What follows belongs to an exercise in optimizing a design on an open flow for small area, a short achievable clock period and few clock cycles per item; a production flow would make more cautious choices. Function was checked by simulation only, so behaviour that the tests miss may differ from the original. Power figures rest on the tool's default switching activity, not on a simulated workload.

## flow/design.v (module list and top-level ports; edited modules follow where they fit)
// module rabc_front: 2465 lines
// module rabc_fa: 10 lines
// module rabc_queue: 26 lines
// module rabc_back: 167 lines
// module rabc_side: 27 lines
// module rabc_csa: 13 lines
// module rabc_sign: 39 lines
// module rabc_gp: 11 lines
// module rabc_g: 8 lines
// module rabc_ha: 9 lines
// module row_activity_bound_checker: 107 lines
module row_activity_bound_checker (
   input  logic        clock,
   input  logic        reset,
   input  logic        req_valid,
   output logic        req_ready,
   input  logic [31:0] req_coefficient,
   input  logic [31:0] req_var_low,
   input  logic        req_var_low_infinite,
   input  logic [31:0] req_var_high,
   input  logic        req_var_high_infinite,
   input  logic [31:0] req_row_low,
   input  logic        req_row_low_infinite,
   input  logic [31:0] req_row_high,
   input  logic        req_row_high_infinite,
   input  logic        req_last_term,
   output logic        rsp_valid,
   input  logic        rsp_ready,
   output logic [63:0] rsp_least_activity,
   output logic        rsp_min_unbounded,
   output logic [63:0] rsp_greatest_activity,
   output logic        rsp_max_unbounded,
   output logic [1:0]  rsp_verdict,
   input  logic        csr_write_en,
   input  logic [15:0] csr_write_data
);
  // ...
==> flow/flow/run.sh <==
#!/bin/bash
set -euo pipefail
MARGIN=${RABC_SETUP_MARGIN:-5.6}
if grep -q 'SETUP_SLACK_MARGIN=' standard.sh; then
   sed -e "s/SETUP_SLACK_MARGIN=[^ ]*/SETUP_SLACK_MARGIN=${MARGIN}/" standard.sh > standard_margin.sh
else
   sed -e "s/ \"\${@:-finish}\"/ SETUP_SLACK_MARGIN=${MARGIN} \"\${@:-finish}\"/" standard.sh > standard_margin.sh
fi
bash standard_margin.sh > flow_make.log 2>&1
==> flow/standard.sh <==
#!/bin/bash
# synth_recipe.tcl (not shown) runs the flow's synth.tcl, then flattens the netlist and writes it again
# the make line also repeats each setting of config.mk as NAME=value (left out here)
make -C /OpenROAD-flow-scripts/flow DESIGN_CONFIG=/design/flow/config.mk WORK_HOME=/design/flow/orfs CLKGATE_MAP_FILE= SYNTH_SCRIPT=/design/flow/synth_recipe.tcl "${@:-finish}"
==> flow/config.mk <==
export PLATFORM = sky130hd
export DESIGN_NAME = row_activity_bound_checker
export DESIGN_NICKNAME = row_activity_bound_checker
export VERILOG_FILES = /design/flow/design.v
export SDC_FILE = /design/flow/constraint.sdc
export NUM_CORES = 4
export LEC_CHECK = 0
export CAP_MARGIN = 20
export CORE_MARGIN = 2
export CORE_UTILIZATION = 40
export SETUP_SLACK_MARGIN = 5
export SLEW_MARGIN = 20
export SYNTH_HIERARCHICAL = 1
export TNS_END_PERCENT = 100
==> flow/constraint.sdc <==
create_clock -name core_clock -period 10.0 [get_ports {clock}]
set_input_delay 2.0000 -clock core_clock [delete_from_list [all_inputs] [get_ports {clock}]]
set_output_delay 2.0000 -clock core_clock [all_outputs]
set_load 0.01 [all_outputs]
==> metrics.md, run 1 <==
| Metric | Value |
|---|---|
| Setup Buffers After CTS | 98 |
| Reg2reg path depth | 18 |
| Final non-clock buffer share | under 10% |
| Actual slew at the worst max-slew pin | 1230 ps |
| Async S/R FF share, synth | 0% |
| Top delay family on crit path | compound AO/OA/AOI/OAI gates |
| Commonest cells post-synth | 1,248 x fa_1, 1,151 x xnor2_1, 712 x edfxtp_1 |
| Tot GR Track Use | between 20% and 30% |
| Port bufs | around 320 |
| Non-clk bufs | slightly above 700 |
| Critical Path AT | between 5000 and 6000 ps |
| Clock buf/inv share | 3.15% |
| Clk sinks | 875 |
| Crit path time final | slightly below 5000 ps |
| Layout clock buffer count | 128 |
| Vias in the first global route | 75,131 |
| Final WS setup | ~5000 ps |
| Initial DRC count | a little over 9,000 |
| Run status | finished clean |
| First drt pass iteration count | 7 |
| Worst skew pair latency | just over 800 ps |
| Final Max Slew Viols | 0 |
| Critical R2R Launch | u_front.t_max_go |
| Hold crit path type | flip-flop to flip-flop |
| CP Capture Point | u_back.rsp_max_keep |
| Post-Syn Instances | 8,585 |
| CTS buffer count | about 100 |
| Ys Warns | 31 |
| Cell area after layout | 110,000 µm² |
| Worst path cell trace | buf_16 > and2_4 > fa_1 > ha_2 > inv_2 > fa_2 > nand2b_4 > a211o_1 > a21o_1 > a31oi_4 > a41oi_4 > a2111o_1 > o31ai_4 > a21oi_2 > o311ai_4 > nor3_2 > nor2_4 > nor2_1 |
| TritonCTS clock tree | done |
| Comb group | between 20 and 25 mW |
| Die height | 492 µm |
Testbench counts, summed over its fixed seeds: cycles 24,070, terms 24,046.
==> module rabc_back, before the edit <==
module rabc_back (
   input  logic               clock,
   input  logic               reset,
   input  logic               t_valid,
   input  logic               t_fold,
   input  logic               t_min_go,
   input  logic               t_max_go,
   input  logic               t_min_unb,
   input  logic               t_max_unb,
   input  logic [65:0]        t_min_s,
   input  logic [65:0]        t_min_c,
   input  logic [65:0]        t_max_s,
   input  logic [65:0]        t_max_c,
   input  logic signed [32:0] t_hi_eps,
   input  logic signed [32:0] t_lo_eps,
   input  logic               t_row_low_inf,
   input  logic               t_row_high_inf,
   input  logic               t_row_cross,
   input  logic               t_last,
   output logic               hold,           
   output logic               hold_next,      
   output logic               rsp_valid,
   input  logic               rsp_ready,
   output logic [63:0]        rsp_least_activity,
   output logic               rsp_min_unbounded,
   output logic [63:0]        rsp_greatest_activity,
   output logic               rsp_max_unbounded,
   output logic [1:0]         rsp_verdict
);
   logic [65:0] acc_min, acc_max;
   logic        acc_min_unb, acc_max_unb;
   logic [1:0]  acc_verdict;
   logic        min_setp, min_setn, min_keep, max_setp, max_setn, max_keep;
   logic        acc_done;       
   logic        use_acc;        
   logic [65:0] rsp_min_ff, rsp_max_ff;
   logic        rsp_min_unb_ff, rsp_max_unb_ff, rsp_valid_ff;
   logic [1:0]  rsp_verdict_fold, rsp_verdict_wait;
   logic        rsp_verdict_sel;
   logic        rsp_min_setp, rsp_min_setn, rsp_min_keep;
   logic        rsp_max_setp, rsp_max_setn, rsp_max_keep;
   logic        fold, close, rsp_free, load;
   assign hold     = acc_done;
   assign fold     = t_fold;      
   assign close    = fold && t_last;
   assign rsp_free = !rsp_valid_ff || rsp_ready;
   assign load     = (acc_done || close) && rsp_free;
   logic [49:0] hi_not, lo_not;
   assign hi_not = ~{{17{t_hi_eps[32]}}, t_hi_eps};
   assign lo_not = ~{{17{t_lo_eps[32]}}, t_lo_eps};
   function automatic logic over_high(input logic [65:0] r);
      over_high = !r[65] && (r[64] || r[63]);
   endfunction
   function automatic logic over_low(input logic [65:0] r);
      over_low = r[65] && !(r[64] && r[63]);
   endfunction
   function automatic logic [63:0] read_sum(input logic [65:0] r, input logic setp,
                                            input logic setn, input logic keep);
      read_sum[62:0] = {63{setp}} | ({63{keep}} & r[62:0]);
      read_sum[63]   = setn | (keep && r[63]);
   endfunction
   logic [63:0] base_min, base_max;
   logic        min_add, max_add;
   assign base_min = read_sum(acc_min, min_setp, min_setn, min_keep);
   assign base_max = read_sum(acc_max, max_setp, max_setn, max_keep);
   assign min_add  = t_min_go;
   assign max_add  = t_max_go;
   logic [65:0] min_r, max_r;
   logic        min_gt_hi, min_ge_lo, max_gt_hi, max_ge_lo;
   rabc_side u_min (
      .base   (base_min),
      .s      (min_add ? t_min_s : 66'd0),
      .c      (min_add ? t_min_c : 66'd0),
      .hi_not (hi_not),
      .lo_not (lo_not),
      .r      (min_r),
      .gt_hi  (min_gt_hi),
      .ge_lo  (min_ge_lo)
   );
   rabc_side u_max (
      .base   (base_max),
      .s      (max_add ? t_max_s : 66'd0),
      .c      (max_add ? t_max_c : 66'd0),
      .hi_not (hi_not),
      .lo_not (lo_not),
      .r      (max_r),
      .gt_hi  (max_gt_hi),
      .ge_lo  (max_ge_lo)
   );
   logic        min_unb, max_unb;
   logic        infeasible, lower_ok, upper_ok;
   logic [1:0]  verdict;
   always_comb begin
      min_unb = (use_acc && acc_min_unb) || t_min_unb;
      max_unb = (use_acc && acc_max_unb) || t_max_unb;
      infeasible = t_row_cross
                   || (!min_unb && !t_row_high_inf && min_gt_hi)
                   || (!max_unb && !t_row_low_inf && !max_ge_lo);
      lower_ok = t_row_low_inf || (!min_unb && min_ge_lo);
      upper_ok = t_row_high_inf || (!max_unb && !max_gt_hi);
      if (infeasible) begin
         verdict = rabc_pkg::VERDICT_INFEASIBLE;
      end else if (lower_ok && upper_ok) begin
         verdict = rabc_pkg::VERDICT_REDUNDANT;
      end else begin
         verdict = rabc_pkg::VERDICT_KEEP;
      end
   end
   logic use_acc_next;
   assign use_acc_next = acc_done ? !rsp_free : fold ? (!t_last || !rsp_free) : use_acc;
   always_ff @(posedge clock) begin
      if (reset) begin
         acc_done     <= 1'b0;
         use_acc      <= 1'b0;
         rsp_valid_ff <= 1'b0;
         min_setp     <= 1'b0;
         min_setn     <= 1'b0;
         min_keep     <= 1'b0;
         max_setp     <= 1'b0;
         max_setn     <= 1'b0;
         max_keep     <= 1'b0;
      end else begin
         acc_done     <= acc_done ? !rsp_free : (close && !rsp_free);
         use_acc      <= use_acc_next;
         rsp_valid_ff <= load || (rsp_valid_ff && !rsp_ready);
         min_setp     <= use_acc_next && over_high(min_r);
         min_setn     <= use_acc_next && over_low(min_r);
         min_keep     <= use_acc_next && !over_high(min_r) && !over_low(min_r);
         max_setp     <= use_acc_next && over_high(max_r);
         max_setn     <= use_acc_next && over_low(max_r);
         max_keep     <= use_acc_next && !over_high(max_r) && !over_low(max_r);
      end
      acc_min     <= min_r;
      acc_max     <= max_r;
      acc_min_unb <= min_unb;
      acc_max_unb <= max_unb;
      if (fold) begin
         acc_verdict <= verdict;
      end
      if (load) begin
         rsp_min_ff      <= min_r;
         rsp_max_ff      <= max_r;
         rsp_min_unb_ff  <= min_unb;
         rsp_max_unb_ff  <= max_unb;
         rsp_min_setp    <= !min_unb && over_high(min_r);
         rsp_min_setn    <= !min_unb && over_low(min_r);
         rsp_min_keep    <= !min_unb && !over_high(min_r) && !over_low(min_r);
         rsp_max_setp    <= !max_unb && over_high(max_r);
         rsp_max_setn    <= !max_unb && over_low(max_r);
         rsp_max_keep    <= !max_unb && !over_high(max_r) && !over_low(max_r);
         rsp_verdict_sel <= acc_done;
      end
      if (load && !acc_done) begin
         rsp_verdict_fold <= verdict;
      end
      if (load && acc_done) begin
         rsp_verdict_wait <= acc_verdict;
      end
   end
   assign hold_next = reset ? 1'b0 : (acc_done ? !rsp_free : (close && !rsp_free));
   assign rsp_valid             = rsp_valid_ff;
   assign rsp_least_activity    = read_sum(rsp_min_ff, rsp_min_setp, rsp_min_setn, rsp_min_keep);
   assign rsp_min_unbounded     = rsp_min_unb_ff;
   assign rsp_greatest_activity = read_sum(rsp_max_ff, rsp_max_setp, rsp_max_setn, rsp_max_keep);
   assign rsp_max_unbounded     = rsp_max_unb_ff;
   assign rsp_verdict           = rsp_verdict_sel ? rsp_verdict_wait : rsp_verdict_fold;
endmodule
==> module rabc_side, before the edit <==
module rabc_side (
   input  logic [63:0] base,
   input  logic [65:0] s,
   input  logic [65:0] c,
   input  logic [49:0] hi_not,       
   input  logic [49:0] lo_not,       
   output logic [65:0] r,
   output logic        gt_hi,
   output logic        ge_lo
);
   logic [65:0] b66, x, y, z;
   logic [49:0] xh, yh, xl, yl;
   logic [15:0] low_s, low_c;
   assign b66 = {{2{base[63]}}, base};
   rabc_csa #(.W(66)) u_csa (.a(b66), .b(s), .c(c), .s(x), .co(y));
   assign z = {y[64:0], 1'b0};
   assign r = x + z;
   assign low_s = ~(x[15:0] ^ z[15:0]);
   assign low_c = x[15:0] | z[15:0];
   rabc_csa #(.W(50)) u_hi (.a(x[65:16]), .b(z[65:16]), .c(hi_not), .s(xh), .co(yh));
   rabc_csa #(.W(50)) u_lo (.a(x[65:16]), .b(z[65:16]), .c(lo_not), .s(xl), .co(yl));
   logic sh, sl;
   rabc_sign #(.W(66)) u_sh (.a({xh, low_s}), .b({yh[48:0], low_c, 1'b0}), .s(sh));
   rabc_sign #(.W(66)) u_sl (.a({xl, low_s}), .b({yl[48:0], low_c, 1'b1}), .s(sl));
   assign gt_hi = !sh;
   assign ge_lo = !sl;
endmodule
==> module row_activity_bound_checker, before the edit <==
module row_activity_bound_checker (
   input  logic        clock,
   input  logic        reset,
   input  logic        req_valid,
   output logic        req_ready,
   input  logic [31:0] req_coefficient,
   input  logic [31:0] req_var_low,
   input  logic        req_var_low_infinite,
   input  logic [31:0] req_var_high,
   input  logic        req_var_high_infinite,
   input  logic [31:0] req_row_low,
   input  logic        req_row_low_infinite,
   input  logic [31:0] req_row_high,
   input  logic        req_row_high_infinite,
   input  logic        req_last_term,
   output logic        rsp_valid,
   input  logic        rsp_ready,
   output logic [63:0] rsp_least_activity,
   output logic        rsp_min_unbounded,
   output logic [63:0] rsp_greatest_activity,
   output logic        rsp_max_unbounded,
   output logic [1:0]  rsp_verdict,
   input  logic        csr_write_en,
   input  logic [15:0] csr_write_data
);
   logic [15:0]        tolerance;
   logic               accept, hold, hold_next;
   logic               t_valid;
   logic [65:0]        t_min_s, t_min_c, t_max_s, t_max_c;
   logic               t_fold, t_min_go, t_max_go, t_min_unb, t_max_unb;
   logic signed [32:0] t_hi_eps, t_lo_eps;
   logic               t_row_low_inf, t_row_high_inf, t_row_cross, t_last;
   rabc_queue u_ctrl (
      .clock          (clock),
      .reset          (reset),
      .req_valid      (req_valid),
      .req_ready      (req_ready),
      .accept         (accept),
      .hold_next      (hold_next),
      .csr_write_en   (csr_write_en),
      .csr_write_data (csr_write_data),
      .tolerance      (tolerance)
   );
   rabc_front u_front (
      .clock                 (clock),
      .reset                 (reset),
      .hold                  (hold),
      .hold_next             (hold_next),
      .accept                (accept),
      .req_coefficient       (req_coefficient),
      .req_var_low           (req_var_low),
      .req_var_low_infinite  (req_var_low_infinite),
      .req_var_high          (req_var_high),
      .req_var_high_infinite (req_var_high_infinite),
      .req_row_low           (req_row_low),
      .req_row_low_infinite  (req_row_low_infinite),
      .req_row_high          (req_row_high),
      .req_row_high_infinite (req_row_high_infinite),
      .req_last_term         (req_last_term),
      .tolerance             (tolerance),
      .t_valid               (t_valid),
      .t_fold                (t_fold),
      .t_min_go              (t_min_go),
      .t_max_go              (t_max_go),
      .t_min_unb             (t_min_unb),
      .t_max_unb             (t_max_unb),
      .t_min_s               (t_min_s),
      .t_min_c               (t_min_c),
      .t_max_s               (t_max_s),
      .t_max_c               (t_max_c),
      .t_hi_eps              (t_hi_eps),
      .t_lo_eps              (t_lo_eps),
      .t_row_low_inf         (t_row_low_inf),
      .t_row_high_inf        (t_row_high_inf),
      .t_row_cross           (t_row_cross),
      .t_last                (t_last)
   );
   rabc_back u_back (
      .clock                 (clock),
      .reset                 (reset),
      .t_valid               (t_valid),
      .t_fold                (t_fold),
      .t_min_go              (t_min_go),
      .t_max_go              (t_max_go),
      .t_min_unb             (t_min_unb),
      .t_max_unb             (t_max_unb),
      .t_min_s               (t_min_s),
      .t_min_c               (t_min_c),
      .t_max_s               (t_max_s),
      .t_max_c               (t_max_c),
      .t_hi_eps              (t_hi_eps),
      .t_lo_eps              (t_lo_eps),
      .t_row_low_inf         (t_row_low_inf),
      .t_row_high_inf        (t_row_high_inf),
      .t_row_cross           (t_row_cross),
      .t_last                (t_last),
      .hold                  (hold),
      .hold_next             (hold_next),
      .rsp_valid             (rsp_valid),
      .rsp_ready             (rsp_ready),
      .rsp_least_activity    (rsp_least_activity),
      .rsp_min_unbounded     (rsp_min_unbounded),
      .rsp_greatest_activity (rsp_greatest_activity),
      .rsp_max_unbounded     (rsp_max_unbounded),
      .rsp_verdict           (rsp_verdict)
   );
endmodule
==> run 2, diff against run 1 <==
--- a/flow/design.v
+++ b/flow/design.v
@@ -19,16 +19,18 @@
    input  logic [31:0]        req_row_high,
    input  logic               req_row_high_infinite,
    input  logic               req_last_term,
    input  logic [15:0]        tolerance,
    output logic               t_valid,
    output logic               t_fold,         
    output logic               t_min_go,       
    output logic               t_max_go,
+   output logic               t_min_stop,     
+   output logic               t_max_stop,
    output logic               t_min_unb,      
    output logic               t_max_unb,
    output logic [65:0]        t_min_s,        
    output logic [65:0]        t_min_c,
    output logic [65:0]        t_max_s,
    output logic [65:0]        t_max_c,
    output logic signed [32:0] t_hi_eps,       
    output logic signed [32:0] t_lo_eps,       
@@ -2174,23 +2176,27 @@
       n_fold    = n_valid && !hold_next;
    end
    always_ff @(posedge clock) begin
       if (reset) begin
          t_valid   <= 1'b0;
          t_fold    <= 1'b0;
          t_min_go  <= 1'b0;
          t_max_go  <= 1'b0;
+         t_min_stop <= 1'b1;
+         t_max_stop <= 1'b1;
          t_min_unb <= 1'b0;
          t_max_unb <= 1'b0;
       end else begin
          t_valid   <= n_valid;
          t_fold    <= n_fold;
          t_min_go  <= n_fold && n_min_add;
          t_max_go  <= n_fold && n_max_add;
+         t_min_stop <= !(n_fold && n_min_add);
+         t_max_stop <= !(n_fold && n_max_add);
          t_min_unb <= n_fold && n_min_inf;
          t_max_unb <= n_fold && n_max_inf;
       end
       if (!hold) begin
          t_neg0 <= s1_coef[1];
          t_min_s[1] <= mn_sum[1];
          t_min_s[2] <= mn_sum[2];
          t_min_s[3] <= mn_sum[3];
@@ -2506,16 +2512,18 @@
 endmodule
 module rabc_back (
    input  logic               clock,
    input  logic               reset,
    input  logic               t_valid,
    input  logic               t_fold,
    input  logic               t_min_go,
    input  logic               t_max_go,
+   input  logic               t_min_stop,
+   input  logic               t_max_stop,
    input  logic               t_min_unb,
    input  logic               t_max_unb,
    input  logic [65:0]        t_min_s,
    input  logic [65:0]        t_min_c,
    input  logic [65:0]        t_max_s,
    input  logic [65:0]        t_max_c,
    input  logic signed [32:0] t_hi_eps,
    input  logic signed [32:0] t_lo_eps,
@@ -2571,27 +2579,27 @@
    assign base_max = read_sum(acc_max, max_setp, max_setn, max_keep);
    assign min_add  = t_min_go;
    assign max_add  = t_max_go;
    logic [65:0] min_r, max_r;
    logic        min_gt_hi, min_ge_lo, max_gt_hi, max_ge_lo;
    rabc_side u_min (
       .base   (base_min),
       .s      (min_add ? t_min_s : 66'd0),
-      .c      (min_add ? t_min_c : 66'd0),
+      .c      (t_min_stop ? 66'd0 : t_min_c),
       .hi_not (hi_not),
       .lo_not (lo_not),
       .r      (min_r),
       .gt_hi  (min_gt_hi),
       .ge_lo  (min_ge_lo)
    );
    rabc_side u_max (
       .base   (base_max),
       .s      (max_add ? t_max_s : 66'd0),
-      .c      (max_add ? t_max_c : 66'd0),
+      .c      (t_max_stop ? 66'd0 : t_max_c),
       .hi_not (hi_not),
       .lo_not (lo_not),
       .r      (max_r),
       .gt_hi  (max_gt_hi),
       .ge_lo  (max_ge_lo)
    );
    logic        min_unb, max_unb;
    logic        infeasible, lower_ok, upper_ok;
@@ -2682,17 +2690,17 @@
    output logic        ge_lo
 );
    logic [65:0] b66, x, y, z;
    logic [49:0] xh, yh, xl, yl;
    logic [15:0] low_s, low_c;
    assign b66 = {{2{base[63]}}, base};
    rabc_csa #(.W(66)) u_csa (.a(b66), .b(s), .c(c), .s(x), .co(y));
    assign z = {y[64:0], 1'b0};
-   assign r = x + z;
+   rabc_add #(.W(66)) u_add (.a(x), .b(z), .s(r));
    assign low_s = ~(x[15:0] ^ z[15:0]);
    assign low_c = x[15:0] | z[15:0];
    rabc_csa #(.W(50)) u_hi (.a(x[65:16]), .b(z[65:16]), .c(hi_not), .s(xh), .co(yh));
    rabc_csa #(.W(50)) u_lo (.a(x[65:16]), .b(z[65:16]), .c(lo_not), .s(xl), .co(yl));
    logic sh, sl;
    rabc_sign #(.W(66)) u_sh (.a({xh, low_s}), .b({yh[48:0], low_c, 1'b0}), .s(sh));
    rabc_sign #(.W(66)) u_sl (.a({xl, low_s}), .b({yl[48:0], low_c, 1'b1}), .s(sl));
    assign gt_hi = !sh;
@@ -2706,16 +2714,50 @@
    input  logic [W-1:0] c,
    output logic [W-1:0] s,
    output logic [W-1:0] co
 );
    for (genvar i = 0; i < W; i++) begin : g_bit
       rabc_fa u_fa (.a(a[i]), .b(b[i]), .c(c[i]), .s(s[i]), .co(co[i]));
    end
 endmodule
+module rabc_add #(
+   parameter int W = 66
+) (
+   input  logic [W-1:0] a,
+   input  logic [W-1:0] b,
+   output logic [W-1:0] s
+);
+   localparam int L = $clog2(W);
+   logic [W-1:0] p0;
+   logic [W-1:0] g [0:L];
+   logic [W-1:0] p [0:L];
+   for (genvar i = 0; i < W; i++) begin : g_in
+      rabc_ha u_ha (.a(a[i]), .b(b[i]), .s(p0[i]), .co(g[0][i]));
+   end
+   assign p[0] = p0;
+   for (genvar l = 0; l < L; l++) begin : g_lvl
+      for (genvar i = 0; i < W; i++) begin : g_node
+         if (i < (1 << l)) begin : g_pass
+            assign g[l+1][i] = g[l][i];
+            assign p[l+1][i] = p[l][i];
+         end else if (i < (2 << l)) begin : g_low
+            rabc_g u_g (.gh(g[l][i]), .ph(p[l][i]), .gl(g[l][i-(1<<l)]), .g(g[l+1][i]));
+            assign p[l+1][i] = 1'b0;
+         end else begin : g_mid
+            rabc_gp u_gp (.gh(g[l][i]), .ph(p[l][i]), .gl(g[l][i-(1<<l)]),
+                          .pl(p[l][i-(1<<l)]), .g(g[l+1][i]), .p(p[l+1][i]));
+         end
+      end
+   end
+   assign s[0] = p0[0];
+   for (genvar i = 1; i < W; i++) begin : g_sum
+      assign s[i] = p0[i] ^ g[L][i-1];
+   end
+endmodule
 module rabc_sign #(
    parameter int W = 66
 ) (
    input  logic [W-1:0] a,
    input  logic [W-1:0] b,
    output logic         s
 );
    localparam int N = W - 1;             
@@ -2802,17 +2844,17 @@
    output logic [1:0]  rsp_verdict,
    input  logic        csr_write_en,
    input  logic [15:0] csr_write_data
 );
    logic [15:0]        tolerance;
    logic               accept, hold, hold_next;
    logic               t_valid;
    logic [65:0]        t_min_s, t_min_c, t_max_s, t_max_c;
-   logic               t_fold, t_min_go, t_max_go, t_min_unb, t_max_unb;
+   logic               t_fold, t_min_go, t_max_go, t_min_stop, t_max_stop, t_min_unb, t_max_unb;
    logic signed [32:0] t_hi_eps, t_lo_eps;
    logic               t_row_low_inf, t_row_high_inf, t_row_cross, t_last;
    rabc_queue u_ctrl (
       .clock          (clock),
       .reset          (reset),
       .req_valid      (req_valid),
       .req_ready      (req_ready),
       .accept         (accept),
@@ -2837,16 +2879,18 @@
       .req_row_high          (req_row_high),
       .req_row_high_infinite (req_row_high_infinite),
       .req_last_term         (req_last_term),
       .tolerance             (tolerance),
       .t_valid               (t_valid),
       .t_fold                (t_fold),
       .t_min_go              (t_min_go),
       .t_max_go              (t_max_go),
+      .t_min_stop            (t_min_stop),
+      .t_max_stop            (t_max_stop),
       .t_min_unb             (t_min_unb),
       .t_max_unb             (t_max_unb),
       .t_min_s               (t_min_s),
       .t_min_c               (t_min_c),
       .t_max_s               (t_max_s),
       .t_max_c               (t_max_c),
       .t_hi_eps              (t_hi_eps),
       .t_lo_eps              (t_lo_eps),
@@ -2857,16 +2901,18 @@
    );
    rabc_back u_back (
       .clock                 (clock),
       .reset                 (reset),
       .t_valid               (t_valid),
       .t_fold                (t_fold),
       .t_min_go              (t_min_go),
       .t_max_go              (t_max_go),
+      .t_min_stop            (t_min_stop),
+      .t_max_stop            (t_max_stop),
       .t_min_unb             (t_min_unb),
       .t_max_unb             (t_max_unb),
       .t_min_s               (t_min_s),
       .t_min_c               (t_min_c),
       .t_max_s               (t_max_s),
       .t_max_c               (t_max_c),
       .t_hi_eps              (t_hi_eps),
       .t_lo_eps              (t_lo_eps),
==> metrics.md, run 2 <==
| Metric | Value |
|---|---|
| DRC | 0 (unchanged) |
| Simple-Gate Fraction of Synth Area | 8.10% (was 6.41%) |
| Post-Syn Instances | 8,939 (was 8,585) |
| Routed Antenna Nets | 0 (unchanged) |
| Routed WL | 390 mm (was 364 mm) |
| Crit path time final | 4640 ps (was 4960 ps) |
| DP Worst Slack | 4740 ps (was 4160 ps) |
| Period utilization | 46.4% (was 49.6%) |
| Synthesized area | 98,700 µm² (was 95,200 µm²) |
| Commonest cells post-synth | 1,246 x fa_1, 1,209 x a21o_1, 1,072 x xnor2_1 (was 1,248 x fa_1, 1,151 x xnor2_1, 712 x edfxtp_1) |
| Critical path capture point type | flip-flop (unchanged) |
| Initial antenna violation count | 56 (was 41) |
| Number of enable flip-flop cells after synthesis | 712 (unchanged) |
| Total Neg Setup Slack | 0 ps (unchanged) |
| Critical path type | flip-flop to flip-flop (unchanged) |
| Final hold vios | 0 (unchanged) |
| Clk sinks | 877 (was 875) |
| Maximum fanout along the worst path | 8 (unchanged) |
| RD Place Congestion | 0.985 (was 0.964) |
| CTS buffer count | 107 (was 104) |
| Vias in the first global route | 77,445 (was 75,131) |
| Adder-Cell Fraction of Synth Area | 33.0% (was 34.2%) |
| Yosys top cell area share | 25.3% (was 26.2%) |
| Post-DP Area | 105,000 µm² (was 101,000 µm²) |
| Routed vias/inst | 6.14 (about the same) |
| Post-synthesis xor/xnor area fraction | 11.2% (was 11.7%) |
| Routed len/inst | 31.7 µm (was 30.5 µm) |
| Setup violators final | 0 (unchanged) |
| Multiplexer share of the synthesized area | 0.991% (was 0.983%) |
| First drt pass iteration count | 7 (unchanged) |
| Run status | finished clean (unchanged) |
| Post-synthesis sequential element count | 877 (was 875) |
| IO Pins | 320 (unchanged) |
| Pwr/cell area | 301 nW/µm² (was 297 nW/µm²) |
| Relative slew slack | 30.5% (was 17.7%) |
| Synth area leader | fa_1 (unchanged) |
| Die Footprint | 251,000 µm² (was 242,000 µm²) |
| Commonest non-fill, non-tap cell in the layout | a21o_1 (was fa_1) |
| Actual slew at the worst max-slew pin | 1040 ps (was 1230 ps) |
| Tot GR Track Use | 30.1% (was 29.1%) |
| Port bufs | 319 (unchanged) |
| Syn-to-layout area delta | 12.5% (was 15.7%) |
| Critical Path RT | 10,560 ps (was 10,510 ps) |
| Initial Util | 40.2% (was 40.1%) |
| Final cell count without fillers | 12,285 (was 11,965) |
| Site row count | 182 (was 179) |
| Max Cap Viol | 0 (unchanged) |
| Hold_buf cts | 0 (unchanged) |
| Worst skew pair latency | 830 ps (about the same) |
| Area contributors post-synth | fa_1 25%, edfxtp_1 22%, xnor2_1 9.5% (was fa_1 26%, edfxtp_1 22%, xnor2_1 11%) |
| Ys Warns | 36 (was 31) |
| First-pass GRT wire length | 552 mm (was 520 mm) |
| Reg clk slew, reported paths | 60 ps (about the same) |
| Net count, final | 11,004 (was 10,740) |
| Most frequent cells in the layout | 1,203 x a21o_1, 1,189 x fa_1, 1,068 x xnor2_1 (was 1,157 x fa_1, 1,131 x xnor2_1, 712 x edfxtp_1) |
| DP HPWL | 272 mm (was 244 mm) |
| Placed cells | 12,007 (was 11,554) |
| Initial DRC count | 9,330 (was 9,188) |
| Die width | 501 µm (was 492 µm) |
| Number of distinct library cells after synthesis | 69 (was 85) |
| Final WS setup | 5360 ps (was 5040 ps) |
| Async S/R FF share, synth | 0% (unchanged) |
| Vias | 75,394 (was 73,478) |
| CTS root buffer | clkbuf_16 (unchanged) |
| CTS H-Tree Depth | 3 (unchanged) |
| Final Max Slew Viols | 0 (unchanged) |
| Register area share after synthesis | 25.0% (was 25.9%) |
| Hold Path Stages | 0 (unchanged) |
| Largest family of logic cells by synthesized area | adder cells (unchanged) |
| RSZ-0062 raised after global routing | yes (unchanged) |
| Highest clock rate | 216 MHz (was 201 MHz) |
| Pin count of the biggest net entering global routing | 154 (was 171) |
| Ys flop type | edfxtp_1 (unchanged) |
| Reg2reg path depth | 17 (was 18) |
| Count leader, synth | fa_1 (unchanged) |
| Layout cell share with drive strength beyond 1 | 7.24% (was 12.0%) |
| Max Buffers Root-to-Sink | 3 (unchanged) |
| Die height | 501 µm (was 492 µm) |
| VDD IR max | 0.652 mV (was 0.422 mV) |
| Crit start category | flip-flop (unchanged) |
| Synth Area in Compound Gates | 17.4% (was 16.0%) |
| Cell area after layout | 111,000 µm² (was 110,000 µm²) |
| Hold crit path type | flip-flop to flip-flop (unchanged) |
| Critical Path AT | 5190 ps (was 5470 ps) |
| TritonCTS clock tree | done (unchanged) |
| Worst-case clock skew | 86.0 ps (was 82.1 ps) |
| Leak pwr | 52.5 nW (was 46.0 nW) |
| Core area | 246,000 µm² (was 237,000 µm²) |
| Total gr overflow | 0 (unchanged) |
| Syn_area_per_cell | 11.0 µm² (was 11.1 µm²) |
run 2: cell types whose count changed in the layout (fill, tap and decap cells not counted), moves of 80 or more:
cell,previous run,this run
nor2b_1,13,124
buf_4,207,90
and2_1,488,904
xor2_1,106,186
a21o_1,612,1203
a21oi_1,189,66
nand2_1,164,71
run 2: layout make-up:
| class | count | area, µm² |
|---|---|---|
| tap | 3220 | 4030 |
| timing repair buffer | 553 | 6200 |
| sequential | 877 | 24700 |
| inverter | 431 | 1860 |
| clock inverter | 70 | 851 |
| multi-input combinational | 6989 | 70400 |
| fill | 22499 | 135000 |
| antenna | 10 | 25.0 |
| timing repair inverter | 5 | 43.8 |
| clock buffer | 130 | 2910 |
run 2: power breakdown:
part | internal, mW | switching [mW] | total (mW)
Combinational | 8.95 | 13.4 | 22.4
Clock | 2.45 | 1.77 | 4.22
Sequential | 6.18 | 0.649 | 6.83
run 2: final timing paths:
kind	start	endpoint	slack, ps
worst max-delay path	u_back.max_keep	u_back.acc_verdict[1]	5360
worst min-delay path	u_front.s1_row_low_inf	u_front.t_row_low_inf	420
worst max register to register	u_back.max_keep	u_back.acc_verdict[1]	5360
worst min register to register	u_front.s1_row_low_inf	u_front.t_row_low_inf	420
run 2: timing repair:
action / 4_1_cts / 5_1_grt
resized for setup: 209 / 244
buffers inserted: 24 / 21
pin swaps: 11 / 34
cloned: 9 / 13
endpoints found under the setup margin: 211 / 83
run 2: cell families after synthesis:
family | after synthesis
other | 6
adder cells (fa/ha/maj) | 1854
multiplexers | 89
AND/OR/NAND/NOR | 1343
flip-flops | 877
AO/OA/AOI/OAI | 2401
XOR/XNOR | 1267
buffers and inverters | 1102
run 2: modules after synthesis, one instance, submodules excluded, a selection:
module	flip-flops and latches	copies in the design	cells	cell area [µm²]
rabc_side	0	2	80	432
rabc_fa	0	1244	1	20.0
rabc_g	0	162	1	7.51
rabc_ha	0	430	1	12.5
rabc_queue	17	1	55	616
rabc_gp	0	782	2	13.8
rabc_front	578	1	4188	42300
rabc_back	282	1	999	11500
run 2: critical path, cell delays in order (launching register included):
cell	delay, ps
dfxtp_4	550
clkbuf_16	260
a21o_1	160
fa_2	470
fa_1	490
ha_1	330
a21o_1	170
a21o_1	180
a21o_1	190
a21o_1	230
a21o_1	170
a21o_1	150
a21o_1	180
xor2_2	210
inv_2	90
a2111oi_4	40
a311o_1	360
buf_4	140
run 2: metrics by stage:
step,utilization (%),power (mW),hold WS (ps)
6_report,45.2,33.4,423
5_1_grt,45.2,34.7,435
4_1_cts,44.7,31.8,429
3_5_place_dp,42.6,27.4,407
3_3_place_gp,42.6,26.9,408
2_1_floorplan,-,16.9,400
run 2: metal layers:
metal	routed length, µm	up-vias	global-route usage [%]
met5	380	-	0.0579
met2	161000	5114	43.1
met1	162000	38186	41.8
met4	18200	36	12.3
met3	47900	976	9.71
li1	-	31082	-
Testbench counts of run 2, summed over its fixed seeds: cycles 24,070, terms 24,046.
==> run 3, diff against run 2 <==
--- a/flow/flow/run.sh
+++ b/flow/flow/run.sh
@@ -1,6 +1,6 @@
 #!/bin/bash
 set -euo pipefail
-MARGIN=${RABC_SETUP_MARGIN:-5.6}
+MARGIN=${RABC_SETUP_MARGIN:-6.0}
 if grep -q 'SETUP_SLACK_MARGIN=' standard.sh; then
    sed -e "s/SETUP_SLACK_MARGIN=[^ ]*/SETUP_SLACK_MARGIN=${MARGIN}/" standard.sh > standard_margin.sh
 else
==> metrics.md, run 3 <==
| Metric | Value |
|---|---|
| Clock power frac | 11.5% (was 12.6%) |
| Initial DRC count | 10,359 (was 9,330) |
| Number of enable flip-flop cells after synthesis | 712 (unchanged) |
| Yosys top cell area share | 25.3% (unchanged) |
| Register area share after synthesis | 25.0% (unchanged) |
| Total Neg Setup Slack | 0 ps (unchanged) |
| Commonest cells post-synth | 1,246 x fa_1, 1,209 x a21o_1, 1,072 x xnor2_1 (unchanged) |
| Ys Warns | 36 (unchanged) |
| Routed WL | 414 mm (was 390 mm) |
| Crit path buffers/inverters | 5 (was 3) |
| Core area | 246,000 µm² (unchanged) |
| Crit path largest cell delay | 610 ps (was 550 ps) |
| CTS root buffer | clkbuf_16 (unchanged) |
| Net Switching | 16.8 mW (was 15.8 mW) |
| Max Buffers Root-to-Sink | 3 (unchanged) |
| Slowest CP cell | fa_1 (was dfxtp_4) |
| Critical R2R Launch | u_back.min_setp (was u_back.max_keep) |
| Run status | finished clean (unchanged) |
| CP Depth | 19 (was 17) |
| Internal power | 19.1 mW (was 17.6 mW) |
| Layout cell share with drive strength beyond 1 | 18.8% (was 7.24%) |
| Net switching share of the total power | 46.8% (was 47.4%) |
| R2R Setup Slk | 5370 ps (was 5360 ps) |
| Top delay family on crit path | compound AO/OA/AOI/OAI gates (unchanged) |
| Post-synthesis sequential element count | 877 (unchanged) |
| Placed cells | 12,008 (was 12,007) |
| VDD IR max | 0.752 mV (was 0.652 mV) |
| Final hold vios | 0 (unchanged) |
| Actual slew at the worst max-slew pin | 1080 ps (was 1040 ps) |
| Final Max Slew Viols | 0 (unchanged) |
| Hold crit path type | flip-flop to flip-flop (unchanged) |
| Share of power burned in registers | 19.2% (was 20.4%) |
| Period utilization | 46.3% (was 46.4%) |
| Worst skew pair latency | 860 ps (was 830 ps) |
| CP Capture Point | u_back.acc_verdict[0] (was u_back.acc_verdict[1]) |
| Routed Antenna Nets | 0 (unchanged) |
| Syn-to-layout area delta | 20.3% (was 12.5%) |
| Maximum fanout along the worst path | 8 (unchanged) |
| Crit path time final | 4630 ps (was 4640 ps) |
| CTS H-Tree Depth | 3 (unchanged) |
| Total gr overflow | 0 (unchanged) |
| Reg-to-reg endpoint | u_back.acc_verdict[0] (was u_back.acc_verdict[1]) |
| Count leader, synth | fa_1 (unchanged) |
| Initial Util | 40.2% (unchanged) |
| Reg2reg path depth | 19 (was 17) |
| Comb pwr share | 69.3% (was 66.9%) |
| Reg clk slew, reported paths | 70 ps (was 60 ps) |
| Net count, final | 11,356 (was 11,004) |
| Async S/R FF share, synth | 0% (unchanged) |
| Clk sinks | 877 (unchanged) |
| Pwr/cell area | 302 nW/µm² (was 301 nW/µm²) |
| Highest clock rate | 216 MHz (about the same) |
| Routed vias/inst | 6.22 (was 6.14) |
| Critical Path AT | 5280 ps (was 5190 ps) |
| Initial antenna violation count | 57 (was 56) |
| Crit start category | flip-flop (unchanged) |
| Site row count | 182 (unchanged) |
| Critical path capture point type | flip-flop (unchanged) |
| Syn_area_per_cell | 11.0 µm² (unchanged) |
| Routed len/inst | 32.7 µm (was 31.7 µm) |
| Vias | 78,571 (was 75,394) |
| Leak pwr | 55.2 nW (was 52.5 nW) |
| IO Pins | 320 (unchanged) |
| Hold_buf cts | 0 (unchanged) |
| Area contributors post-synth | fa_1 25%, edfxtp_1 22%, xnor2_1 9.5% (unchanged) |
| Die height | 501 µm (unchanged) |
| CTS buffer count | 103 (was 107) |
| Fill cells | 21,806 (was 22,499) |
| Vias in the first global route | 78,697 (was 77,445) |
| Critical path type | flip-flop to flip-flop (unchanged) |
| Worst-case clock skew | 139 ps (was 86.0 ps) |
| First drt pass iteration count | 6 (was 7) |
| Worst path cell trace | buf_8 > buf_16 > a21o_1 > fa_1 > inv_2 > ha_4 > inv_2 > ha_1 > and2_4 > a21o_1 > a21o_1 > a21o_1 > a21o_1 > a21o_1 > a21o_1 > xor2_2 > inv_1 > a311o_1 > nor3_2 (was clkbuf_16 > a21o_1 > fa_2 > fa_1 > ha_1 > a21o_1 > a21o_1 > a21o_1 > a21o_1 > a21o_1 > a21o_1 > a21o_1 > xor2_2 > inv_2 > a2111oi_4 > a311o_1 > buf_4) |
| Number of distinct library cells after synthesis | 69 (unchanged) |
| RSZ-0062 raised after global routing | yes (unchanged) |
| DRC | 0 (unchanged) |
| Commonest non-fill, non-tap cell in the layout | a21o_1 (unchanged) |
| Die Footprint | 251,000 µm² (unchanged) |
| Synthesized area | 98,700 µm² (unchanged) |
| RD Place Congestion | 1.01 (was 0.985) |
| Post-Syn Instances | 8,939 (unchanged) |
| Max Cap Viol | 0 (unchanged) |
| Relative slew slack | 27.9% (was 30.5%) |
| Cell area after layout | 119,000 µm² (was 111,000 µm²) |
| Post-DP Area | 105,000 µm² (about the same) |
| Die width | 501 µm (unchanged) |
| Setup violators final | 0 (unchanged) |
| Port bufs | 319 (unchanged) |
| Final cell count without fillers | 12,639 (was 12,285) |
| Pin count of the biggest net entering global routing | 107 (was 154) |
| TritonCTS clock tree | done (unchanged) |
| Critical Path RT | 10,650 ps (was 10,560 ps) |
| CP Launch Point | u_back.min_setp (was u_back.max_keep) |
| Worst path most repeated cell | a21o_1 (unchanged) |
| Tot GR Track Use | 31.4% (was 30.1%) |
| Most frequent cells in the layout | 1,195 x a21o_1, 1,007 x xnor2_1, 872 x and2_1 (was 1,203 x a21o_1, 1,189 x fa_1, 1,068 x xnor2_1) |
| Ys flop type | edfxtp_1 (unchanged) |
| First-pass GRT wire length | 571 mm (was 552 mm) |
| Synth area leader | fa_1 (unchanged) |
| DP HPWL | 272 mm (about the same) |
run 3: cell count changes in the layout (fill, tap and decap cells not counted), sizes merged:
cell / delta
buf: +452
bufbuf: +19
bufinv: +2
clkbuf: -11
clkdlybuf4s50: -130
clkinv: +11
clkinvlp: +15
diode: +3
dlygate4sd2: +1
inv: -8
run 3: metal layers:
| layer | GRT usage (%) | part of all wire (%) | vias to the layer above |
|---|---|---|---|
| met4 | 12.9 | 5.2 | 28 |
| li1 | - | - | 31829 |
| met5 | 0.598 | 0.082 | - |
| met3 | 10.1 | 13 | 1164 |
| met2 | 44.7 | 41 | 5700 |
| met1 | 43.8 | 41 | 39850 |
run 3: area by class of cell:
type / count / area (µm²) / share of cell area, %
timing repair buffer: 901 / 10900 / 9.20
timing repair inverter: 13 / 144 / 0.121
antenna: 13 / 32.5 / 0.0274
inverter: 431 / 1940 / 1.63
clock inverter: 82 / 1040 / 0.880
tap: 3220 / 4030 / 3.39
multi-input combinational: 6989 / 73300 / 61.7
sequential: 877 / 24700 / 20.8
clock buffer: 113 / 2640 / 2.22
run 3: cell families after synthesis:
family	Yosys count	synth area share, %
mux	89	0.991
fa+ha+maj	1854	33.0
simple gates	1343	8.10
xor+xnor	1267	11.2
compound gates	2401	17.4
buf+inv	1102	4.30
flops	877	25.0
other cells	6	0.0228
run 3: Yosys stat by module, one instance, submodules excluded, excerpt:
module	flops+latches	copies in the design	cells	cell area [µm²]
rabc_front	578	1	4188	42300
rabc_back	282	1	999	11500
rabc_queue	17	1	55	616
rabc_side	0	2	80	432
rabc_fa	0	1244	1	20.0
rabc_gp	0	782	2	13.8
rabc_ha	0	430	1	12.5
rabc_g	0	162	1	7.51
run 3: how the worst min path moves through the flow:
stage / startpoint / to / slack [ps] / cells after the start
floorplan: u_back.acc_verdict[0] / u_back.rsp_verdict_wait[0] / 400 / 0
global placement: u_front.s1_last / u_front.t_last / 400 / 0
detailed placement: u_back.acc_verdict[0] / u_back.rsp_verdict_wait[0] / 420 / 0
CTS: u_back.acc_verdict[0] / u_back.rsp_verdict_wait[0] / 440 / 0
global route: u_front.s1_last / u_front.t_last / 440 / 0
finish: u_back.acc_verdict[1] / u_back.rsp_verdict_wait[1] / 430 / 0
run 3: what timing repair did:
action / in CTS / in global routing
gates resized for setup: 1291 / 594
pin swaps: 206 / 352
gates cloned: 69 / 29
endpoints found under the setup margin: 343 / 273
buffers inserted: 203 / 121
run 3: through the flow:
| stage | worst slack (ps) | util, % | power [mW] | hold WS [ps] |
|---|---|---|---|---|
| 6_report | 5370 | 48.3 | 35.8 | 435 |
| 5_1_grt | 5340 | 48.3 | 36.7 | 442 |
| 4_1_cts | 5440 | 46.6 | 33.3 | 435 |
| 3_5_place_dp | 4760 | 42.7 | 27.5 | 421 |
| 3_3_place_gp | 4780 | 42.7 | 27.1 | 404 |
| 2_1_floorplan | 532 | - | 16.9 | 400 |
run 3: power by group through the flow:
stage          sequential, mW  combinational, mW  clock (mW)
2_1_floorplan            6.34               10.6           0
3_3_place_gp             6.88               20.2           0
3_5_place_dp             6.88               20.6           0
4_1_cts                  6.82               22.3        4.18
5_1_grt                  6.90               25.5        4.31
6_report                 6.89               24.8        4.12
==> run 4, diff against run 3 <==
--- a/flow/flow/run.sh
+++ b/flow/flow/run.sh
@@ -1,6 +1,6 @@
 #!/bin/bash
 set -euo pipefail
-MARGIN=${RABC_SETUP_MARGIN:-6.0}
+MARGIN=${RABC_SETUP_MARGIN:-5.6}
 if grep -q 'SETUP_SLACK_MARGIN=' standard.sh; then
    sed -e "s/SETUP_SLACK_MARGIN=[^ ]*/SETUP_SLACK_MARGIN=${MARGIN}/" standard.sh > standard_margin.sh
 else
--- a/flow/config.mk
+++ b/flow/config.mk
@@ -5,10 +5,10 @@
 export SDC_FILE = /design/flow/constraint.sdc
 export NUM_CORES = 4
 export LEC_CHECK = 0
-export CAP_MARGIN = 20
+export CAP_MARGIN = 10
 export CORE_MARGIN = 2
 export CORE_UTILIZATION = 40
 export SETUP_SLACK_MARGIN = 5
-export SLEW_MARGIN = 20
+export SLEW_MARGIN = 10
 export SYNTH_HIERARCHICAL = 1
-export TNS_END_PERCENT = 100
+export TNS_END_PERCENT = 10
==> metrics.md, run 4 <==
| Metric | Value |
|---|---|
| DP HPWL | 275 mm (was 272 mm) |
| Run status | finished clean (unchanged) |
| Final hold vios | 0 (unchanged) |
| Share of power burned in registers | 20.5% (was 19.2%) |
| Comb pwr share | 67.3% (was 69.3%) |
| DRC | 0 (unchanged) |
| Commonest non-fill, non-tap cell in the layout | a21o_1 (unchanged) |
| Initial DRC count | 9,169 (was 10,359) |
| Pwr/cell area | 302 nW/µm² (about the same) |
| Vias in the first global route | 77,831 (was 78,697) |
| GRT met1 Usage | 43.0% (was 43.8%) |
| Site row count | 182 (unchanged) |
| Adder-Cell Fraction of Synth Area | 33.0% (unchanged) |
| Max Buffers Root-to-Sink | 3 (unchanged) |
| Critical path capture point type | flip-flop (unchanged) |
| Area contributors post-synth | fa_1 25%, edfxtp_1 22%, xnor2_1 9.5% (unchanged) |
| Die Footprint | 251,000 µm² (unchanged) |
| Multiplexer share of the synthesized area | 0.991% (unchanged) |
| Register area share after synthesis | 25.0% (unchanged) |
| Routed len/inst | 31.7 µm (was 32.7 µm) |
| Syn-to-layout area delta | 11.8% (was 20.3%) |
| Net switching share of the total power | 47.7% (was 46.8%) |
| Initial Util | 40.2% (unchanged) |
| Async S/R FF share, synth | 0% (unchanged) |
| Ys Warns | 36 (unchanged) |
| CTS H-Tree Depth | 3 (unchanged) |
| Number of enable flip-flop cells after synthesis | 712 (unchanged) |
| Hold crit path type | flip-flop to flip-flop (unchanged) |
| Total gr overflow | 0 (unchanged) |
| Leak pwr | 52.3 nW (was 55.2 nW) |
| Met2 Track Usage GR | 43.2% (was 44.7%) |
| Initial antenna violation count | 44 (was 57) |
| Most frequent cells in the layout | 1,204 x a21o_1, 1,188 x fa_1, 1,071 x xnor2_1 (was 1,195 x a21o_1, 1,007 x xnor2_1, 872 x and2_1) |
| First drt pass iteration count | 7 (was 6) |
| Final core occ | 44.9% (was 48.3%) |
| Synth Area in Compound Gates | 17.4% (unchanged) |
| Period utilization | 47.3% (was 46.3%) |
| Syn_area_per_cell | 11.0 µm² (unchanged) |
| Tot GR Track Use | 30.3% (was 31.4%) |
| Crit start category | flip-flop (unchanged) |
| Maximum fanout along the worst path | 32 (was 8) |
| Final WS setup | 5270 ps (was 5370 ps) |
| Net Switching | 15.9 mW (was 16.8 mW) |
| Worst-case clock skew | 66.7 ps (was 139 ps) |
| Highest clock rate | 211 MHz (was 216 MHz) |
| Count leader, synth | fa_1 (unchanged) |
| CTS root buffer | clkbuf_16 (unchanged) |
| VDD IR max | 0.565 mV (was 0.752 mV) |
| Pin count of the biggest net entering global routing | 155 (was 107) |
| First-pass GRT wire length | 555 mm (was 571 mm) |
| CTS buffer count | 107 (was 103) |
| Port bufs | 319 (unchanged) |
| Routed Antenna Nets | 0 (unchanged) |
| Global route hottest layer | met2 (unchanged) |
| Crit path time final | 4730 ps (was 4630 ps) |
| Number of distinct library cells after synthesis | 69 (unchanged) |
| Post-Syn Instances | 8,939 (unchanged) |
| Critical path type | flip-flop to flip-flop (unchanged) |
| Net count, final | 11,001 (was 11,356) |
| Internal power | 17.4 mW (was 19.1 mW) |
| Final Max Slew Viols | 0 (unchanged) |
| Die width | 501 µm (unchanged) |
| Max Cap Viol | 0 (unchanged) |
| Total Neg Setup Slack | 0 ps (unchanged) |
| IO Pins | 320 (unchanged) |
| Post-synthesis xor/xnor area fraction | 11.2% (unchanged) |
| Critical Path RT | 10,430 ps (was 10,650 ps) |
| Post-synthesis sequential element count | 877 (unchanged) |
| Yosys top cell area share | 25.3% (unchanged) |
| Routed WL | 390 mm (was 414 mm) |
| Layout cell share with drive strength beyond 1 | 7.07% (was 18.8%) |
| Vias | 75,124 (was 78,571) |
| Synth area leader | fa_1 (unchanged) |
| Clk sinks | 877 (unchanged) |
| Clock power frac | 12.3% (was 11.5%) |
| Worst skew pair latency | 790 ps (was 860 ps) |
| Placed cells | 12,005 (was 12,008) |
| DP Worst Slack | 4310 ps (was 4760 ps) |
| Final cell count without fillers | 12,287 (was 12,639) |
| RSZ-0062 raised after global routing | yes (unchanged) |
| Final Total Pwr | 33.3 mW (was 35.8 mW) |
| M3 GR Usage | 8.68% (was 10.1%) |
| Critical Path AT | 5160 ps (was 5280 ps) |
| Simple-Gate Fraction of Synth Area | 8.10% (unchanged) |
| Routed vias/inst | 6.11 (was 6.22) |
| Actual slew at the worst max-slew pin | 1010 ps (was 1080 ps) |
| Relative slew slack | 32.4% (was 27.9%) |
| Synthesized area | 98,700 µm² (unchanged) |
| Ys flop type | edfxtp_1 (unchanged) |
| Reg clk slew, reported paths | 60 ps (was 70 ps) |
| Commonest cells post-synth | 1,246 x fa_1, 1,209 x a21o_1, 1,072 x xnor2_1 (unchanged) |
| Die height | 501 µm (unchanged) |
| Core area | 246,000 µm² (unchanged) |
| Largest family of logic cells by synthesized area | adder cells (unchanged) |
| TritonCTS clock tree | done (unchanged) |
| Setup violators final | 0 (unchanged) |
| RD Place Congestion | 0.974 (was 1.01) |
[run 4: changes by cell type in the layout (fill, tap and decap cells not counted), sizes merged, moves of 4 or more]
cell | before | now
buf | 668 | 220
inv | 425 | 436
clkinv | 54 | 35
clkbuf | 137 | 133
clkdlybuf4s50 | 188 | 318
bufbuf | 20 | 1
diode | 13 | 18
clkinvlp | 24 | 18
[run 4: final cells by class]
class	count	area, µm²
fill	22734	135000
multi-input combinational	6989	70300
sequential	877	24700
timing repair buffer	547	5710
tap	3220	4030
clock buffer	125	2830
inverter	431	1910
clock inverter	72	802
timing repair inverter	8	70.1
antenna	18	45.0
[run 4: worst max-delay path, stage by stage (launching register included)]
cell	delay [ps]
edfxtp_1	320
buf_4	410
a22oi_1	180
xnor2_1	410
fa_1	510
fa_1	550
fa_1	480
fa_1	440
fa_1	520
fa_1	530
[run 4: per-module statistics from Yosys (local to each module, per instance), a selection]
module      flops+latches  times used
rabc_back             282           1
rabc_fa                 0        1244
rabc_front            578           1
rabc_g                  0         162
rabc_gp                 0         782
rabc_ha                 0         430
rabc_queue             17           1
rabc_side               0           2
[run 4: routing by layer]
layer / routed length (µm) / vias up
li1: - / 31070
met1: 166000 / 38293
met2: 161000 / 4830
met3: 45200 / 909
met4: 16500 / 22
met5: 142 / -
[run 4: timing repair]
item                                    CTS  global route
hold buffers                              0             0
gates cloned                              7            12
resized for setup                       143           199
buffers inserted                         33            15
endpoints found under the setup margin  236           100
pin swaps                                37            14
[run 4: kinds of logic after synthesis]
group           after synthesis
buf+inv                    1102
compound gates             2401
simple gates               1343
xor+xnor                   1267
mux                          89
fa+ha+maj                  1854
other cells                   6
flops                       877
[run 4: worst paths after layout]
check | startpoint | to | depth (start not counted) | slack (ps)
max | u_front.s1_b_min[30] | u_front.t_min_c[34] | 9 | 5270
min reg2reg | u_back.acc_verdict[0] | u_back.rsp_verdict_wait[0] | 0 | 440
min | u_back.acc_verdict[0] | u_back.rsp_verdict_wait[0] | 0 | 440
max reg2reg | u_front.s1_b_min[30] | u_front.t_min_c[34] | 9 | 5270
[run 4: through the flow]
step	area, µm²	hold slack (ps)
floorplan	98900	400
global placement	105000	407
detailed placement	105000	406
finish	110000	441
global route	110000	447
CTS	109000	434
[run 4: power by group through the flow]
stage,logic [mW],registers (mW),clock network [mW]
2_1_floorplan,10.6,6.34,0
3_3_place_gp,20.2,6.86,0
3_5_place_dp,20.6,6.84,0
4_1_cts,20.8,6.77,4.16
5_1_grt,23.7,6.85,4.31
6_report,22.4,6.82,4.09
==> run 5, diff against run 4 <==
--- a/flow/flow/run.sh
+++ b/flow/flow/run.sh
@@ -1,6 +1,6 @@
 #!/bin/bash
 set -euo pipefail
-MARGIN=${RABC_SETUP_MARGIN:-5.6}
+MARGIN=${RABC_SETUP_MARGIN:-5.8}
 if grep -q 'SETUP_SLACK_MARGIN=' standard.sh; then
    sed -e "s/SETUP_SLACK_MARGIN=[^ ]*/SETUP_SLACK_MARGIN=${MARGIN}/" standard.sh > standard_margin.sh
 else
==> metrics.md, run 5 <==
| Metric | Value |
|---|---|
| Total Neg Setup Slack | 0 ps (unchanged) |
| Highest clock rate | 217 MHz (was 211 MHz) |
| Ys Warns | 36 (unchanged) |
| Total gr overflow | 0 (unchanged) |
| Run status | finished clean (unchanged) |
| Final Max Slew Viols | 0 (unchanged) |
| DP HPWL | 275 mm (unchanged) |
| Commonest cells post-synth | 1,246 x fa_1, 1,209 x a21o_1, 1,072 x xnor2_1 (unchanged) |
| Routed vias/inst | 6.14 (was 6.11) |
| Die height | 501 µm (unchanged) |
| Crit path time final | 4610 ps (was 4730 ps) |
| Worst Hold Path EP | u_back.rsp_verdict_wait[0] (unchanged) |
| Die Footprint | 251,000 µm² (unchanged) |
| Max Cap Viol | 0 (unchanged) |
| Hold crit path type | flip-flop to flip-flop (unchanged) |
| Initial antenna violation count | 45 (was 44) |
| DRC | 0 (unchanged) |
| Initial Util | 40.2% (unchanged) |
| Relative slew slack | 32.2% (was 32.4%) |
| Post-Syn Instances | 8,939 (unchanged) |
| Tot GR Track Use | 30.4% (was 30.3%) |
| Syn_area_per_cell | 11.0 µm² (unchanged) |
| Site row count | 182 (unchanged) |
| First-pass GRT wire length | 557 mm (was 555 mm) |
| Area occupied by multi-input gates | 71,100 µm² (was 70,300 µm²) |
| Post-synthesis sequential element count | 877 (unchanged) |
| Setup violators final | 0 (unchanged) |
| Min Hold Slack | 439 ps (was 441 ps) |
| Crit start category | flip-flop (unchanged) |
| Worst skew pair latency | 790 ps (about the same) |
| Clk sinks | 877 (unchanged) |
| Ys flop type | edfxtp_1 (unchanged) |
| Critical Path AT | 5190 ps (was 5160 ps) |
| Yosys top cell area share | 25.3% (unchanged) |
| R2R Setup Slk | 5390 ps (was 5270 ps) |
| Pwr/cell area | 299 nW/µm² (was 302 nW/µm²) |
| Number of enable flip-flop cells after synthesis | 712 (unchanged) |
| First drt pass iteration count | 7 (unchanged) |
| Layout cell share with drive strength beyond 1 | 10.8% (was 7.07%) |
| Pin count of the biggest net entering global routing | 155 (unchanged) |
| RD Place Congestion | 0.974 (unchanged) |
| Die width | 501 µm (unchanged) |
| Commonest non-fill, non-tap cell in the layout | a21o_1 (unchanged) |
| Area contributors post-synth | fa_1 25%, edfxtp_1 22%, xnor2_1 9.5% (unchanged) |
| Routed WL | 403 mm (was 390 mm) |
| Port bufs | 319 (unchanged) |
| Async S/R FF share, synth | 0% (unchanged) |
| Critical path type | flip-flop to flip-flop (unchanged) |
| VDD IR max | 0.629 mV (was 0.565 mV) |
| Hold Path Stages | 0 (unchanged) |
| Reg2reg path depth | 18 (was 9) |
| Critical R2R Launch | u_back.max_keep (was u_front.s1_b_min[30]) |
| Hold_sp | u_back.acc_verdict[0] (unchanged) |
| Register area share after synthesis | 25.0% (unchanged) |
| Vias in the first global route | 77,816 (was 77,831) |
| Period utilization | 46.1% (was 47.3%) |
| Actual slew at the worst max-slew pin | 1020 ps (was 1010 ps) |
| Synthesized area | 98,700 µm² (unchanged) |
| Core area | 246,000 µm² (unchanged) |
| Routed len/inst | 32.4 µm (was 31.7 µm) |
| Reg clk slew, reported paths | 60 ps (about the same) |
| Number of distinct library cells after synthesis | 69 (unchanged) |
| Reg-to-reg endpoint | u_back.rsp_verdict_fold[0] (was u_front.t_min_c[34]) |
| Count leader, synth | fa_1 (unchanged) |
| Synth area leader | fa_1 (unchanged) |
| Syn-to-layout area delta | 15.7% (was 11.8%) |
| Max Buffers Root-to-Sink | 3 (unchanged) |
| FF/Latch Area | 24,700 µm² (unchanged) |
| Critical Path RT | 10,580 ps (was 10,430 ps) |
| Maximum fanout along the worst path | 6 (was 32) |
| CTS buffer count | 107 (unchanged) |
| IO Pins | 320 (unchanged) |
| Net count, final | 11,170 (was 11,001) |
| CTS H-Tree Depth | 3 (unchanged) |
| CP Launch Point | u_back.max_keep (was u_front.s1_b_min[30]) |
| Leak pwr | 53.8 nW (was 52.3 nW) |
| Most frequent cells in the layout | 1,203 x a21o_1, 1,114 x fa_1, 1,042 x xnor2_1 (was 1,204 x a21o_1, 1,188 x fa_1, 1,071 x xnor2_1) |
| Initial DRC count | 10,042 (was 9,169) |
| Final hold vios | 0 (unchanged) |
| Worst-case clock skew | 69.9 ps (was 66.7 ps) |
| CTS root buffer | clkbuf_16 (unchanged) |
| Fill cells | 22,346 (was 22,734) |
| Routed Antenna Nets | 0 (unchanged) |
| TritonCTS clock tree | done (unchanged) |
| Vias | 76,448 (was 75,124) |
| RSZ-0062 raised after global routing | yes (unchanged) |
| Critical path capture point type | flip-flop (unchanged) |
[run 5: cell counts after synthesis]
Identical to the previous run, type by type.
[run 5: metrics by stage]
stage / worst slack [ps] / cells / area, µm² / total power, mW / util, %
after floorplan: 532 / 8968 / 98900 / 16.9 / -
after global placement: 4440 / 12005 / 105000 / 27.0 / 42.6
after detailed placement: 4310 / 12005 / 105000 / 27.5 / 42.6
after CTS: 5420 / 12249 / 110000 / 31.8 / 44.6
after global routing: 5300 / 12440 / 114000 / 35.6 / 46.5
final: 5390 / 12451 / 114000 / 34.1 / 46.5
[run 5: kinds of logic after synthesis]
logic type	share of synthesized area (%)
multiplexers	0.991
other	0.0228
adder cells (fa/ha/maj)	33.0
XOR/XNOR	11.2
AND/OR/NAND/NOR	8.10
AO/OA/AOI/OAI	17.4
buffers and inverters	4.30
flip-flops	25.0
[run 5: area by class of cell]
cell class,count,area share (%)
clock inverter,72,0.702
timing repair buffer,713,7.52
multi-input combinational,6989,62.3
timing repair inverter,11,0.0844
clock buffer,125,2.48
antenna,13,0.0285
tap,3220,3.53
sequential,877,21.6
inverter,431,1.75
[run 5: worst max path at each step]
stage	end	depth (start not counted)	slack, ps
after global routing	u_back.acc_verdict[0]	20	5300
after floorplan	flip-flop	2	530
after detailed placement	u_back.rsp_verdict_fold[0]	17	4310
after CTS	u_back.acc_verdict[0]	19	5420
final	u_back.rsp_verdict_fold[0]	18	5390
after global placement	u_back.acc_verdict[0]	17	4440
[run 5: worst max-delay path: stages (launching register included)]
cell       delay, ps
dfxtp_4          350
buf_12           160
buf_16           170
a21o_1           190
fa_2             610
fa_1             430
ha_1             330
a21o_1           170
a21o_1           180
a21o_1           180
a21o_1           150
a21o_1           220
a21o_1           180
a21o_1           180
xor2_2           190
inv_2            100
a2111oi_4         40
a311o_1          370
nor3_2           230
[run 5: layer usage]
| metal | vias up | global-route usage [%] | wire [µm] |
|---|---|---|---|
| li1 | 31403 | - | - |
| met1 | 38795 | 43.0 | 168000 |
| met2 | 5206 | 43.5 | 166000 |
| met3 | 1022 | 8.70 | 49500 |
| met4 | 22 | 11.8 | 19500 |
| met5 | - | 0.0772 | 337 |
[run 5: Yosys stat by module (local to each module, per instance), a selection]
module | cells inside | cell area [µm²] | copies in the design
rabc_fa | 1 | 20.0 | 1244
rabc_front | 4188 | 42300 | 1
rabc_g | 1 | 7.51 | 162
rabc_queue | 55 | 616 | 1
rabc_back | 999 | 11500 | 1
rabc_ha | 1 | 12.5 | 430
rabc_gp | 2 | 13.8 | 782
rabc_side | 80 | 432 | 2
[run 5: power breakdown]
group	switching, mW	internal (mW)
clock	1.75	2.35
sequential	0.660	6.18
combinational	13.8	9.41
total	16.2	17.9
[run 5: timing repair]
action / CTS / global route
resized for setup: 211 / 661
buffers inserted: 38 / 139
hold buffers: 0 / 0
gates cloned: 9 / 50
setup endpoints to repair: 351 / 223
pin swaps: 36 / 98

==> port drivers added, routing unchanged <==
In the flow no input, the clock included, has a driving cell. The finished layouts below were timed again as built, in two steps.
Step 1 assumes that a clkbuf_16 drives the clock port and a buf_2 every other input.
Step 2 also shifts input and output timing later by t, the mid clock arrival at the registers, as if the neighbouring blocks saw the same clock.
Slacks: ideal / step 1 / step 2; pairs: ideal / step 1.
| run | t, ns | setup WS [ns] | slew at the worst register clock pin (ns) | cell pins on the clock port's net |
|---|---|---|---|---|
| run 1 | 0.891 | 5.036 / 5.036 / 5.036 | 0.08 / 0.08 | 1 |
| run 2 | 0.886 | 5.364 / 5.364 / 5.364 | 0.07 / 0.07 | 1 |
| run 3 | 0.890 | 5.373 / 5.373 / 5.373 | 0.08 / 0.08 | 1 |
| run 4 | 0.849 | 5.270 / 5.270 / 5.270 | 0.07 / 0.07 | 1 |
| run 5 | 0.849 | 5.391 / 5.391 / 5.391 | 0.07 / 0.07 | 1 |
After both steps every run listed still meets setup and hold.
